Source: an optimization exercise on an open RTL-to-GDS flow (aim: a short achievable clock period and few clock cycles). Production flows keep margins and buffers that such runs may drop.
Only simulation tests tie the RTL to the original design; equivalence was not proved.
Power is estimated from default activity; no workload was simulated.

===== flow/design.v =====
package cpu_pkg;
	localparam int XLEN = 32;
endpackage
`timescale 1ns/1ps
module mipsCore (
	input  logic        clk,
	input  logic        rstN,
	output logic [31:0] instrAddr,
	input  logic [31:0] instr,
	output logic        rwValid,
	output logic [31:0] rwPc,
	output logic [4:0]  rwAddr,
	output logic [31:0] rwData,
	output logic        mwValid,
	output logic [31:0] mwPc,
	output logic [31:0] mwAddr,
	output logic [31:0] mwData
);
	logic        rstQ;          
	logic [31:2] pc;            
	logic [31:0] dInstr;
	logic        dKill;         
	logic [31:0] dRsF;          
	logic [31:0] dRtF;
	logic        dH1Rs, dH1Rt;  
	logic        dH2Rs, dH2Rt;  
	logic        dH3Rs, dH3Rt;  
	logic [31:2] dPc;
	logic        dBeqF;         
	logic        dBlk;          
	logic        dMemF;         
	logic        dRsRtF;        
	logic        e1Wr;
	logic [4:0]  e1Dest;
	logic        e1Sum;         
	logic        e1Lw;
	logic        e1Ori;
	logic        e1Lui;
	logic        e1Sw;
	logic        e1Beq;         
	logic        e1Sub;
	logic        e1F1A, e1F1B, e1F1T;    
	logic        e1F2A, e1F2B, e1F2T;    
	logic [15:0] e1LoA, e1LoB, e1LoT;    
	logic [15:0] e1HiA, e1HiB, e1HiT;
	logic [15:0] e1Imm;
	logic [63:0] e1Idx;         
	logic [31:2] e1Pc;
	logic [31:2] e1Target;
	logic        e2Wr;
	logic [4:0]  e2Dest;
	logic        e2Sum;
	logic        e2Lw;
	logic        e2Ori;
	logic        e2Lui;
	logic        e2Sw;
	logic        e2Beq;
	logic        e2Sub;
	logic        e2F1A, e2F1B, e2F1T;    
	logic [15:0] e2HiA, e2HiB, e2HiT;
	logic [15:0] e2Imm;
	logic        e2Carry;
	logic        e2EqLo;
	logic [15:0] e2ResLo;       
	logic [15:0] e2StLo;        
	logic [63:0] e2Idx;
	logic [15:0] e2LdHi;        
	logic [31:2] e2Pc;
	logic [31:2] e2Target;
	logic        rWr;
	logic [4:0]  rDest;
	logic [31:0] rRes;
	logic [31:0] rOutData;      
	logic [4:0]  rOutAddr;
	logic [15:0] rHiN;          
	logic [31:2] rPc;
	logic        mValid;
	logic [31:2] mPc;
	logic [31:0] mAddr;
	logic [31:0] mData;
	logic [31:0] regs  [1:31];
	logic [15:0] memLo [0:63];
	logic [15:0] memHi [0:63];
	logic [31:2] pcInc;
	logic [31:1] fRsOh, fRtOh;
	logic [31:0] fRs, fRt;
	assign pcInc     = pc + 30'd1;
	assign instrAddr = {pc, 2'b00};
	always_comb begin
		for (int i = 1; i < 32; i++) begin
			fRsOh[i] = (instr[25:21] == 5'(i));
			fRtOh[i] = (instr[20:16] == 5'(i));
		end
		fRs = '0;
		fRt = '0;
		for (int i = 1; i < 32; i++) begin
			fRs = fRs | (regs[i] & {32{fRsOh[i]}});
			fRt = fRt | (regs[i] & {32{fRtOh[i]}});
		end
		if (rWr && rDest == instr[25:21])
			fRs = rRes;
		if (rWr && rDest == instr[20:16])
			fRt = rRes;
	end
	logic [5:0]  op, funct;
	logic [4:0]  rsA, rtA, rdA, dDest;
	logic        dAddu, dSubu, dOri, dLui, dLw, dSw, dBeq, dWr;
	logic [31:0] dRs, dRt;           
	logic [15:0] dRsLo, dRtLo;       
	logic        stall, dTaken, dDefer, dEq, redirect;
	logic [16:0] tgtLo;
	logic [31:18] tgtHi;
	logic [31:2] dTarget;
	logic [7:0]  dEa;
	assign op    = dInstr[31:26];
	assign funct = dInstr[5:0];
	assign rsA   = dInstr[25:21];
	assign rtA   = dInstr[20:16];
	assign rdA   = dInstr[15:11];
	assign dAddu = !dKill && (op == 6'h00) && (funct == 6'h21);
	assign dSubu = !dKill && (op == 6'h00) && (funct == 6'h23);
	assign dOri  = !dKill && (op == 6'h0d);
	assign dLui  = !dKill && (op == 6'h0f);
	assign dLw   = !dKill && (op == 6'h23);
	assign dSw   = !dKill && (op == 6'h2b);
	assign dBeq  = dBeqF;
	assign dDest = (dAddu || dSubu) ? rdA : rtA;
	assign dWr   = (dAddu || dSubu || dOri || dLui || dLw) && (dDest != 5'd0);
	assign dRs   = dH3Rs ? rRes : dRsF;
	assign dRt   = dH3Rt ? rRes : dRtF;
	assign dRsLo = dH2Rs ? e2ResLo : dRs[15:0];
	assign dRtLo = dH2Rt ? e2ResLo : dRt[15:0];
	assign stall = !dKill && dMemF && dH1Rs;
	assign dEa   = dRsLo[7:0] + dInstr[7:0];
	assign tgtLo = 17'(({1'b0, dPc[17:2], 1'b1} + {1'b0, dInstr[15:0], 1'b1}) >> 1);
	always_comb begin
		if (tgtLo[16] && !dInstr[15])
			tgtHi = dPc[31:18] + 14'd1;
		else if (!tgtLo[16] && dInstr[15])
			tgtHi = dPc[31:18] - 14'd1;
		else
			tgtHi = dPc[31:18];
	end
	assign dTarget = {tgtHi, tgtLo[15:0]};
	always_comb begin
		if (dH3Rs)
			dEq = (rRes == dRtF);
		else if (dH3Rt)
			dEq = (dRsF == rRes);
		else
			dEq = (dRsF == dRtF);
	end
	assign dDefer = dBeq && !dRsRtF && dBlk;
	assign dTaken = (dBeq && dRsRtF) || (dBeq && !dBlk && dEq);
	logic [15:0] aLo, bLo, tLo, sumLo, memRdLo, resLo;
	logic [15:0] aHi, bHi, tHi, sumHi, resHi;
	logic [15:0] hiAFix, hiBFix, hiTFix;
	logic        carryLo;
	logic [17:0] sumLoX;
	logic [16:0] sumHiX;
	assign aLo = e1F1A ? e2ResLo : e1LoA;
	assign tLo = e1F1T ? e2ResLo : e1LoT;
	assign bLo = e1F1B ? (e2ResLo ^ {16{e1Sub}}) : e1LoB;
	assign sumLoX  = {1'b0, aLo, 1'b1} + {1'b0, bLo, e1Sub};
	assign sumLo   = sumLoX[16:1];
	assign carryLo = sumLoX[17];
	always_comb begin
		memRdLo = '0;
		for (int i = 0; i < 64; i++)
			memRdLo = memRdLo | (memLo[i] & {16{e1Idx[i]}});
	end
	logic [15:0] memRdHi, ldHi;
	logic        stHit;
	always_comb begin
		memRdHi = '0;
		for (int i = 0; i < 64; i++)
			memRdHi = memRdHi | (memHi[i] & {16{e1Idx[i]}});
	end
	assign stHit = e2Sw && |(e1Idx & e2Idx);
	assign ldHi  = stHit ? tHi : memRdHi;
	always_comb begin
		if (e1Sum)
			resLo = sumLo;
		else if (e1Lw)
			resLo = memRdLo;
		else if (e1Ori)
			resLo = aLo | e1Imm;
		else
			resLo = 16'h0;                  
	end
	assign hiAFix = e1F2A ? rRes[31:16] : e1HiA;
	assign hiTFix = e1F2T ? rRes[31:16] : e1HiT;
	assign hiBFix = e1F2B ? (rRes[31:16] ^ {16{e1Sub}}) : e1HiB;
	assign aHi = e2F1A ? ~rHiN : e2HiA;
	assign tHi = e2F1T ? ~rHiN : e2HiT;
	assign bHi = e2F1B ? (rHiN ^ {16{!e2Sub}}) : e2HiB;
	assign sumHiX = {aHi, 1'b1} + {bHi, e2Carry};
	assign sumHi  = sumHiX[16:1];
	always_comb begin
		if (e2Sum)
			resHi = sumHi;
		else if (e2Lw)
			resHi = e2LdHi;
		else if (e2Ori)
			resHi = aHi;
		else
			resHi = e2Imm;                  
	end
	assign redirect = e2Beq && e2EqLo && (aHi == tHi);
	always_ff @(posedge clk) begin
		if (!rstN) begin
			pc     <= 30'(32'h3000 >> 2);
			dInstr <= '0;
			dKill  <= 1'b0;
			dBeqF  <= 1'b0;
			dBlk   <= 1'b0;
			dMemF  <= 1'b0;
			dH1Rs  <= 1'b0;
			dH1Rt  <= 1'b0;
			dH2Rs  <= 1'b0;
			dH2Rt  <= 1'b0;
			dH3Rs  <= 1'b0;
			dH3Rt  <= 1'b0;
		end else begin
			if (redirect)
				pc <= e2Target;
			else if (dTaken)
				pc <= dTarget;
			else if (!stall)
				pc <= pcInc;
			if (stall) begin
				dKill <= redirect;
				dRsF  <= dRs;
				dRtF  <= dRt;
				dH1Rs <= 1'b0;
				dH1Rt <= 1'b0;
				dH2Rs <= dH1Rs;
				dH2Rt <= dH1Rt;
				dH3Rs <= dH2Rs;
				dH3Rt <= dH2Rt;
				dBlk  <= dH1Rs || dH1Rt;
			end else begin
				dInstr <= instr;
				dKill  <= redirect;                  
				dPc    <= pc;
				dBeqF  <= (instr[31:26] == 6'h04) && !redirect;
				dBlk   <= (dWr && (dDest == instr[25:21] || dDest == instr[20:16]))
					|| (e1Wr && (e1Dest == instr[25:21] || e1Dest == instr[20:16]));
				dMemF  <= (instr[31:26] == 6'h23) || (instr[31:26] == 6'h2b);
				dRsRtF <= (instr[25:21] == instr[20:16]);
				dRsF   <= fRs;
				dRtF   <= fRt;
				dH1Rs  <= dWr && (dDest == instr[25:21]);
				dH1Rt  <= dWr && (dDest == instr[20:16]);
				dH2Rs  <= e1Wr && (e1Dest == instr[25:21]);
				dH2Rt  <= e1Wr && (e1Dest == instr[20:16]);
				dH3Rs  <= e2Wr && (e2Dest == instr[25:21]);
				dH3Rt  <= e2Wr && (e2Dest == instr[20:16]);
			end
		end
	end
	always_ff @(posedge clk) begin
		if (!rstN || stall || redirect) begin
			e1Wr  <= 1'b0;
			e1Sum <= 1'b0;
			e1Lw  <= 1'b0;
			e1Ori <= 1'b0;
			e1Lui <= 1'b0;
			e1Sw  <= 1'b0;
			e1Beq <= 1'b0;
		end else begin
			e1Wr  <= dWr;
			e1Sum <= dAddu || dSubu || dSw;
			e1Lw  <= dLw;
			e1Ori <= dOri;
			e1Lui <= dLui;
			e1Sw  <= dSw;
			e1Beq <= dDefer;
		end
		e1Dest   <= dDest;
		e1Sub    <= dSubu;
		e1F1A    <= dH1Rs;
		e1F1T    <= dH1Rt;
		e1F1B    <= dH1Rt && (dAddu || dSubu);
		e1F2A    <= dH2Rs;
		e1F2T    <= dH2Rt;
		e1F2B    <= dH2Rt && (dAddu || dSubu);
		e1LoA    <= dRsLo;
		e1LoT    <= dRtLo;
		e1LoB    <= dSw ? dInstr[15:0] : (dSubu ? ~dRtLo : dRtLo);
		e1HiA    <= dRs[31:16];
		e1HiT    <= dRt[31:16];
		e1HiB    <= dSw ? {16{dInstr[15]}} : (dSubu ? ~dRt[31:16] : dRt[31:16]);
		e1Imm    <= dInstr[15:0];
		for (int i = 0; i < 64; i++)
			e1Idx[i] <= (dEa[7:2] == 6'(i));
		e1Pc     <= dPc;
		e1Target <= dTarget;
	end
	always_ff @(posedge clk) begin
		if (!rstN) begin
			e2Wr  <= 1'b0;
			e2Sum <= 1'b0;
			e2Lw  <= 1'b0;
			e2Ori <= 1'b0;
			e2Lui <= 1'b0;
			e2Sw  <= 1'b0;
			e2Beq <= 1'b0;
		end else begin
			e2Wr  <= e1Wr;
			e2Sum <= e1Sum;
			e2Lw  <= e1Lw;
			e2Ori <= e1Ori;
			e2Lui <= e1Lui;
			e2Sw  <= e1Sw;
			e2Beq <= e1Beq;
		end
		e2Dest   <= e1Dest;
		e2Sub    <= e1Sub;
		e2F1A    <= e1F1A;
		e2F1T    <= e1F1T;
		e2F1B    <= e1F1B;
		e2HiA    <= hiAFix;
		e2HiT    <= hiTFix;
		e2HiB    <= hiBFix;
		e2Imm    <= e1Imm;
		e2Carry  <= carryLo;
		e2EqLo   <= (aLo == tLo);
		e2ResLo  <= resLo;
		e2StLo   <= tLo;
		e2Idx    <= e1Idx;
		e2LdHi   <= ldHi;
		e2Pc     <= e1Pc;
		e2Target <= e1Target;
	end
	always_ff @(posedge clk)
		rstQ <= rstN;
	always_ff @(posedge clk) begin
		for (int i = 0; i < 64; i++) begin
			if (!rstQ)
				memLo[i] <= '0;
			else if (e1Sw && e1Idx[i])
				memLo[i] <= tLo;
			if (!rstQ)
				memHi[i] <= '0;
			else if (e2Sw && e2Idx[i])
				memHi[i] <= tHi;
		end
	end
	always_ff @(posedge clk) begin
		if (!rstN) begin
			rWr    <= 1'b0;
			mValid <= 1'b0;
		end else begin
			rWr    <= e2Wr;
			mValid <= e2Sw;
		end
		rDest <= e2Dest;
		rOutData <= e2Wr ? {resHi, e2ResLo} : 32'h0;
		rOutAddr <= e2Wr ? e2Dest : 5'h0;
		rRes  <= {resHi, e2ResLo};
		rHiN  <= ~resHi;
		rPc   <= e2Pc;
		mPc   <= e2Pc;
		mAddr <= {sumHi, e2ResLo};
		mData <= {tHi, e2StLo};
	end
	always_ff @(posedge clk) begin
		for (int i = 1; i < 32; i++) begin
			if (!rstQ)
				regs[i] <= '0;
			else if (rWr && rDest == 5'(i))
				regs[i] <= rRes;
		end
	end
	assign rwValid = rWr;
	assign rwPc    = {rPc, 2'b00};
	assign rwAddr  = rOutAddr;
	assign rwData  = rOutData;
	assign mwValid = mValid;
	assign mwPc    = {mPc, 2'b00};
	assign mwAddr  = mAddr;
	assign mwData  = mData;
endmodule
`timescale 1ns/1ps
module mipsTop (
	input  logic        clk,
	input  logic        rstN,
	output logic [31:0] instrAddr,
	input  logic [31:0] instr,
	output logic        rwValid,
	output logic [31:0] rwPc,
	output logic [4:0]  rwAddr,
	output logic [31:0] rwData,
	output logic        mwValid,
	output logic [31:0] mwPc,
	output logic [31:0] mwAddr,
	output logic [31:0] mwData
);
	mipsCore iCore (.clk(clk), .rstN(rstN), .instrAddr(instrAddr), .instr(instr),
		.rwValid(rwValid), .rwPc(rwPc), .rwAddr(rwAddr), .rwData(rwData),
		.mwValid(mwValid), .mwPc(mwPc), .mwAddr(mwAddr), .mwData(mwData));
endmodule

===== flow/run.sh =====
#!/bin/bash
# synth_recipe.tcl (not shown) runs the flow's synth.tcl, then flattens the netlist and writes it again
# the make line also repeats each setting of config.mk as NAME=value (left out here)
make -C /OpenROAD-flow-scripts/flow DESIGN_CONFIG=/design/flow/config.mk WORK_HOME=/design/flow/orfs CLKGATE_MAP_FILE= SYNTH_SCRIPT=/design/flow/synth_recipe.tcl finish

===== flow/config.mk =====
export PLATFORM = sky130hd
export DESIGN_NAME = mipsTop
export DESIGN_NICKNAME = mipsTop
export VERILOG_FILES = /design/flow/design.v
export SDC_FILE = /design/flow/constraint.sdc
export NUM_CORES = 4
export LEC_CHECK = 0
export ABC_CLOCK_PERIOD_IN_PS = 1000
export CAP_MARGIN = 20
export CELL_PAD_IN_SITES_DETAIL_PLACEMENT = 1
export CORE_MARGIN = 2
export CORE_UTILIZATION = 35
export SETUP_SLACK_MARGIN = 5
export SLEW_MARGIN = 20

===== flow/constraint.sdc =====
create_clock -name core_clock -period 8.0 [get_ports {clk}]
set_input_delay 1.6000 -clock core_clock [delete_from_list [all_inputs] [get_ports {clk}]]
set_output_delay 1.6000 -clock core_clock [all_outputs]
set_load 0.01 [all_outputs]

==> results of run 1 <==
==> path summary, 6_finish.rpt <==
check | from | to | slack (ns) | cells after the start
max | iCore.e2F1A | iCore.rOutData[30] | 4.38 | 10
min | iCore.e2StLo[6] | iCore.mData[6] | 0.32 | 0
max reg2reg | iCore.e2F1A | iCore.rOutData[30] | 4.38 | 10
min reg2reg | iCore.e2StLo[6] | iCore.mData[6] | 0.32 | 0
==> through the flow <==
stage / utilization [%] / worst slack [ns] / cells
global route: 42.4 / 4.46 / 24300
floorplan: - / 4.68 / 18100
finish: 42.4 / 4.38 / 24400
global placement: 36.9 / 2.59 / 23000
CTS: 41.7 / 4.55 / 24200
detailed placement: 36.9 / 2.56 / 23000
==> layout make-up <==
class                   count  area (µm²)  area share, %
diodes                    101         253          0.127
clock buffers             617       12300           6.19
clock inverters           154        1880          0.948
inverters                 127         500          0.252
multi-input cells       12100       82800           41.8
flip-flops and latches   3880       79200           39.9
well taps                6198        7750           3.91
repair buffers           1240       13600           6.87
==> what timing repair did <==
| item | CTS | global route |
|---|---|---|
| resized for setup | 1986 | 411 |
| buffers inserted | 336 | 131 |
| pin swaps | 177 | 159 |
| setup endpoints to repair | 1269 | 814 |
| gates cloned | 46 | 5 |
==> power groups by stage <==
stage               Clock [mW]  Combinational, mW  Sequential (mW)
floorplan                    0              0.867             20.1
global placement             0               1.60             20.2
detailed placement           0               1.61             20.2
CTS                       20.5               1.84             19.7
global route              21.3               2.09             19.7
finish                    20.5               2.12             19.7
==> cell usage in the layout (no fill, tap or decap), drive strengths merged, types with 30 or more instances in the layout <==
| master | n |
|---|---|
| nand2 | 4628 |
| dfxtp | 3785 |
| o211a | 2051 |
| a22oi | 1349 |
| buf | 1192 |
| a21boi | 1027 |
| clkbuf | 622 |
| nor2 | 346 |
| a22o | 297 |
| a221oi | 297 |
| nand4 | 213 |
| xnor2 | 198 |
| nand3 | 187 |
| and2 | 186 |
| inv | 151 |
| a21oi | 138 |
| o21ai | 133 |
| mux2 | 115 |
| xor2 | 113 |
| diode | 101 |
| edfxtp | 95 |
| clkinv | 88 |
| nor3 | 87 |
| mux2i | 81 |
| nor4 | 76 |
| a222oi | 64 |
| ha | 56 |
| a31oi | 53 |
| o22ai | 43 |
| nor4b | 35 |
| a211oi | 30 |
==> per-layer routing <==
layer | track usage [%] | vias up
li1 | - | 64200
met1 | 45.4 | 82800
met2 | 55.7 | 13400
met3 | 13.2 | 4645
met4 | 32.2 | 68
met5 | 1.29 | -
==> critical path, delay by kind of cell, from the launching register on <==
family / cells / cell delay, ns
AO/OA/AOI/OAI: 5 / 1.66
AND/OR/NAND/NOR: 3 / 0.95
flip-flops: 1 / 0.41
adder cells (fa/ha/maj): 1 / 0.22
XOR/XNOR: 1 / 0.16
==> cell families (layout without fill, tap and decap cells) <==
family | Yosys count | after routing | synth area share, %
AND/OR/NAND/NOR | 5889 | 5902 | 14.7
multiplexers | 195 | 196 | 1.28
adder cells (fa/ha/maj) | 59 | 59 | 0.463
buffers and inverters | 2198 | 2138 | 5.17
flip-flops | 3880 | 3880 | 47.8
XOR/XNOR | 311 | 311 | 1.66
other | 1 | 107 | 0.00228
AO/OA/AOI/OAI | 5610 | 5610 | 28.9
==> sequential cells by signal (all words and copies together), names as in the netlist, 32 cells and up <==
register / flops
iCore.dRsF: 32
iCore.memLo: 1024
iCore.e1Idx: 64
iCore.rRes: 32
iCore.rOutData: 32
iCore.mData: 32
iCore.e2Idx: 64
iCore.regs: 992
iCore.memHi: 1024
iCore.dRtF: 32
==> flow_summary.ini, run 1 <==
[synthesis]
synth_ff_type = dfxtp_1
ys_top_cells_by_area = dfxtp_1 (46%), o211a_1 (12%), nand2_1 (11%)
synth_top_area_cell = dfxtp_1
syn_area_per_cell_um2 = 9.06
synth.cell_area_mm2 = 0.164
synthArstFlopShare_pct = 0
synth.cells.most_frequent = nand2_1 (4628), dfxtp_1 (3785), o211a_1 (2051), clkbuf_1 (1848), a22oi_1 (1349)
yosysMostFrequentCell = nand2_1
ys_seq_area_share_pct = 47.8
synth_edf_count = 95
synth_top_area_share_pct = 46.1
synth.distinct_cells = 73
synthCells = 18100
synth-seq-cells = 3880
ys_warn_count = 4

[worst_setup_path]
slowest_delay_ns = 0.79
crit_path_end_kind = register
cp_max_fo = 6
cp_slowest_cell = a211oi_4
crit_chain = nor2b_1 -> or2_2 -> ha_4 -> nor4_4 -> o21ai_4 -> a31oi_4 -> o21ai_4 -> a211oi_4 -> xor2_4 -> a211oi_4
cp.required_ns = 8.84
crit_arrival_ns = 4.46
critical_path_class = register to register
critPathLaunchType = register

[finish]
nNetsFinal = 17800
n_fill_cell = 51600
area_growth_pct = 20.6
drive_gt1_share_pct = 16.7
stdcell_area_mm2 = 0.198

[floorplanning]
num_rows = 251
dieWidth_um = 689
die_height_um = 689
start_util_pct = 35.2
floorplan.core_area_mm2 = 0.468
io_pins = 233
die-area_mm2 = 0.475

[timing]
relSlewSlack_pct = 15.0
holdWs_ns = 0.321
fin_crit_ns = 3.62
rsz0062_at_grt = yes
finClkSkew_ns = 0.0777
setup_viol = 0
clock.fmax_mhz = 276
drv_slew = 0
fin_tns_setup_ns = 0
min_period_over_period_pct = 45.2
finalHoldViolCount = 0
tightest_slew_ns = 1.27

[power_and_ir_drop]
ir_drop_v = 0.000210
p_leak_nw = 95.2
pwr-share-clk_pct = 48.4
finalPower_mw = 42.3
p_sw_mw = 10.6
pwr-share-seq_pct = 46.6
p_int_mw = 31.7
power.density_mw_per_mm2 = 214
switching_share_pct = 25.1
combPwrFrac_pct = 5.0

[global_route]
grt_usage_pct = 38.4
grt_max_degree = 283
grt_pass1_wl_um = 1290000
antenna_found_initial = 110
overflow = 0
first_global_vias = 159000

[clock_tree]
root_buffer = clkbuf_16
clock_path_buffers = 4
cts_tree = done
cts.clk_slew.worst_paths_ns = 0.07
holdBufCountCts = 0
cts_inserted_buffers = 418
clkLatencyLatePin_ns = 1.07
numClockSinks = 3880
cts_max_level = 5

[drt]
dr.max_layer_used = met5
ant_nets = 0
via_per_inst = 6.76
drc = 0
m1WireLength_um = 340000
routed_wl_um = 965000
post_drt_wl_per_cell_um = 39.5
wl_met2_um = 397000
drtIter0Drc = 26200
first_pass_iters = 10
num_vias = 165000
dr_wl_met3_um = 129000

[hold_path]
hp-class = register to register

[run]
drv_cap = 0

[placement]
placed_cell_area_mm2 = 0.173
hpwlAfterDp_um = 552000
place_congestion = 0.997
port_buffers = 226

[status]
status = complete, no violations
Testbench counts, summed over its fixed seeds: cycles 13,304.
==> run 2, diff against run 1 <==
--- a/flow/design.v
+++ b/flow/design.v
@@ -30,6 +30,9 @@
 	logic        dBlk;          
 	logic        dMemF;         
 	logic        dRsRtF;        
+	logic [15:0] dTgtLo;        
+	logic        dTgtInc;       
+	logic        dTgtDec;       
 	logic        e1Wr;
 	logic [4:0]  e1Dest;
 	logic        e1Sum;         
@@ -83,9 +86,11 @@
 	logic [15:0] memHi [0:63];
 	logic [31:2] pcInc;
 	logic [31:1] fRsOh, fRtOh;
+	logic [17:0] fTgtX;
 	logic [31:0] fRs, fRt;
 	assign pcInc     = pc + 30'd1;
 	assign instrAddr = {pc, 2'b00};
+	assign fTgtX = {1'b0, pc[17:2], 1'b1} + {1'b0, instr[15:0], 1'b1};
 	always_comb begin
 		for (int i = 1; i < 32; i++) begin
 			fRsOh[i] = (instr[25:21] == 5'(i));
@@ -108,7 +113,6 @@
 	logic [31:0] dRs, dRt;           
 	logic [15:0] dRsLo, dRtLo;       
 	logic        stall, dTaken, dDefer, dEq, redirect;
-	logic [16:0] tgtLo;
 	logic [31:18] tgtHi;
 	logic [31:2] dTarget;
 	logic [7:0]  dEa;
@@ -132,16 +136,15 @@
 	assign dRtLo = dH2Rt ? e2ResLo : dRt[15:0];
 	assign stall = !dKill && dMemF && dH1Rs;
 	assign dEa   = dRsLo[7:0] + dInstr[7:0];
-	assign tgtLo = 17'(({1'b0, dPc[17:2], 1'b1} + {1'b0, dInstr[15:0], 1'b1}) >> 1);
 	always_comb begin
-		if (tgtLo[16] && !dInstr[15])
+		if (dTgtInc)
 			tgtHi = dPc[31:18] + 14'd1;
-		else if (!tgtLo[16] && dInstr[15])
+		else if (dTgtDec)
 			tgtHi = dPc[31:18] - 14'd1;
 		else
 			tgtHi = dPc[31:18];
 	end
-	assign dTarget = {tgtHi, tgtLo[15:0]};
+	assign dTarget = {tgtHi, dTgtLo};
 	always_comb begin
 		if (dH3Rs)
 			dEq = (rRes == dRtF);
@@ -248,6 +251,9 @@
 					|| (e1Wr && (e1Dest == instr[25:21] || e1Dest == instr[20:16]));
 				dMemF  <= (instr[31:26] == 6'h23) || (instr[31:26] == 6'h2b);
 				dRsRtF <= (instr[25:21] == instr[20:16]);
+				dTgtLo  <= fTgtX[16:1];
+				dTgtInc <= fTgtX[17] && !instr[15];
+				dTgtDec <= !fTgtX[17] && instr[15];
 				dRsF   <= fRs;
 				dRtF   <= fRt;
 				dH1Rs  <= dWr && (dDest == instr[25:21]);
==> run 2 against run 1 <==
Sequential power is essentially flat; core utilization about the same; routed wire length is 0.39% higher.
==> flow_summary.ini, run 2 <==
[synthesis]
ys_top_cells_by_area = dfxtp_1 (46%), o211a_1 (12%), nand2_1 (10%)
synth.area.mux_share_pct = 1.40
synth-seq-cells = 3898
synth_compound_area_share_pct = 28.7
synth_ff_type = dfxtp_1
synthAdderAreaFrac_pct = 0.460
synthCells = 18200
yosysMostFrequentCell = nand2_1
synth_edf_count = 113
synth.cell_area_mm2 = 0.165
synth_simple_gate_area_share_pct = 14.9
synth.distinct_cells = 76
synth_top_area_cell = dfxtp_1
synth_top_area_share_pct = 45.8
synth_xor_area_share_pct = 1.56
ys_seq_area_share_pct = 47.9
synth.cells.most_frequent = nand2_1 (4627), dfxtp_1 (3785), o211a_1 (2048), clkbuf_1 (1867), a22oi_1 (1377)
synthArstFlopShare_pct = 0
synth_top_family_by_area = compound AO/OA/AOI/OAI gates
ys_warn_count = 4
syn_area_per_cell_um2 = 9.07

[worst_setup_path]
reg2reg_depth = 11
crit_arrival_ns = 4.57
critical_path_class = register to register
critPathLaunchType = register
cp.required_ns = 9.01
crit_path_end_kind = register
cp_max_fo = 10

[timing]
holdWs_ns = 0.312
drv_slew = 0
fin_crit_ns = 3.56
finClkSkew_ns = 0.152
tightest_slew_ns = 1.28
setup_viol = 0
rsz0062_at_grt = yes
min_period_over_period_pct = 44.5
finalHoldViolCount = 0
relSlewSlack_pct = 14.6
fin_tns_setup_ns = 0
clock.fmax_mhz = 281

[drt]
first_pass_iters = 10
drc = 0
via_per_inst = 6.74
routed_wl_um = 969000
post_drt_wl_per_cell_um = 39.6
ant_nets = 0
drtIter0Drc = 24900
num_vias = 165000

[floorplanning]
floorplan.core_area_mm2 = 0.471
die_height_um = 692
die-area_mm2 = 0.478
num_rows = 252
start_util_pct = 35.1
dieWidth_um = 692
io_pins = 233

[run]
drv_cap = 0

[global_route]
overflow = 0
grt_usage_pct = 38.1
grt_pass1_wl_um = 1290000
grt_max_degree = 256
antenna_found_initial = 103
first_global_vias = 159000

[placement]
placed_cell_area_mm2 = 0.174
hpwlAfterDp_um = 553000
port_buffers = 226
dp.cells = 23100
place_congestion = 0.961

[finish]
final_common_cell = nand2_1
final_cell_mix = nand2_1 (4581), dfxtp_1 (3547), o211a_1 (2048)
nNetsFinal = 17900
fin_cells = 24500
drive_gt1_share_pct = 16.8
area_growth_pct = 20.5
largestRegisters = iCore.memHi: 1024 flops, iCore.memLo: 1024 flops, iCore.regs: 992 flops
stdcell_area_mm2 = 0.199

[clock_tree]
cts_max_level = 5
root_buffer = clkbuf_16
numClockSinks = 3898
clkLatencyLatePin_ns = 1.12
cts_tree = done
cts_inserted_buffers = 425
cts.clk_slew.worst_paths_ns = 0.07
clock_path_buffers = 4
holdBufCountCts = 0

[power_and_ir_drop]
p_sw_mw = 10.7
power.density_mw_per_mm2 = 217
p_leak_nw = 96.1
p_int_mw = 32.6
pwr-share-seq_pct = 45.7
switching_share_pct = 24.8
ir_drop_v = 0.000208
combPwrFrac_pct = 4.6
finalPower_mw = 43.3
pwr-share-clk_pct = 49.7

[hold_path]
hp-class = register to register
whs_path_depth = 0

[status]
status = complete, no violations
run 2: changes by cell type after synthesis, moves of 14 or more:
cell      change
o221ai_1     +24
nor2b_1      +18
a22oi_1      +28
a21boi_0     -35
xnor2_1      -34
inv_1        -20
nor2_1       -16
a221oi_1     -14
a22o_1       -14
edfxtp_1     +18
clkbuf_1     +19
xor2_1       +18
a21oi_1      +66
nand2b_1     +20
run 2: critical path, stage by stage (launching register included):
cell and delay, ns:
edfxtp_1 0.64, xor2_1 0.74, nor4_1 0.14, nand4_1 0.33, nor3_2 0.07, a22oi_1 0.19
buf_4 0.28, nand4_1 0.22, buf_6 0.23, buf_12 0.16, and3_4 0.19, a211oi_1 0.23
run 2: worst paths after layout:
check | startpoint | end | slack [ns]
max | iCore.dRtF[13] | iCore.pc[12] | 4.44
min reg2reg | iCore.e2StLo[5] | iCore.mData[5] | 0.31
max reg2reg | iCore.dRtF[13] | iCore.pc[12] | 4.44
min | iCore.e2StLo[5] | iCore.mData[5] | 0.31
run 2: what timing repair did:
| item | 4_1_cts | 5_1_grt |
|---|---|---|
| gates resized for setup | 1886 | 404 |
| pin swaps | 188 | 135 |
| buffers inserted | 323 | 162 |
| cloned | 32 | 4 |
| endpoints found under the setup margin | 1430 | 786 |
run 2: area by class of cell:
| cell class | count | area (µm²) |
|---|---|---|
| Tap cell | 6223 | 7790 |
| Clock buffer | 620 | 12500 |
| Clock inverter | 169 | 2480 |
| Multi-Input combinational cell | 12200 | 83000 |
| Fill cell | 52200 | 271000 |
| Inverter | 108 | 442 |
| Sequential cell | 3898 | 79700 |
| Timing Repair Buffer | 1254 | 13400 |
| Antenna cell | 46 | 115 |
run 2: routing by layer:
metal / global-route usage, % / up-vias / part of all wire [%]
li1: - / 64500 / -
met5: 0.310 / - / 0.075
met1: 45.0 / 83200 / 36
met3: 12.4 / 4625 / 13
met4: 31.8 / 68 / 10
met2: 56.1 / 12500 / 41
run 2: stage by stage:
step                setup slack [ns]  utilization, %
floorplan                       4.57               -
global placement                2.43            36.9
detailed placement              2.38            36.9
CTS                             4.62            41.6
global route                    4.51            42.3
finish                          4.44            42.4
run 2: cells by family after synthesis:
kind of cell    after synthesis
mux                         203
compound gates             5639
other cells                   1
buf+inv                    2190
simple gates               5947
xor+xnor                    295
fa+ha+maj                    59
flops                      3898
run 2: power groups by stage:
stage | combinational, mW | sequential, mW | clock (mW)
after floorplan | 0.862 | 20.2 | 0
after global placement | 1.57 | 20.2 | 0
after detailed placement | 1.58 | 20.3 | 0
after CTS | 1.75 | 19.8 | 21.4
after global routing | 1.98 | 19.8 | 22.3
final | 2.00 | 19.8 | 21.5
Testbench counts of run 2, summed over its fixed seeds: cycles 13,304.

## re-timing with driven ports
In the flow no input, the clock included, has a driving cell. The finished layouts below were timed again as built, in two steps.
Step 1: set_driving_cell puts a clkbuf_16 on clk and a buf_2 on each other input, an assumption about the parent block.
Step 2 moves the port delays by t, midway between the first and last clock arrival at a register: inputs arrive t later, outputs are due t later. That takes back most of the time a late clock gives input paths.
Slacks: no drivers / after step 1 / after step 2; pairs: no drivers / after step 1.
| run | t, ns | setup WS [ns] | hold WS [ns] |
|---|---|---|---|
| run 1 | 1.163 | 4.380 / 4.380 / 3.834 | 0.321 / 0.321 / 0.321 |
| run 2 | 1.175 | 4.439 / 4.439 / 3.743 | 0.312 / 0.312 / 0.312 |
After both steps every run listed still meets setup and hold. For run 2, which loses most, drivers alone change the setup slack by 0.000 ns; drivers and shift together by -0.696 ns.
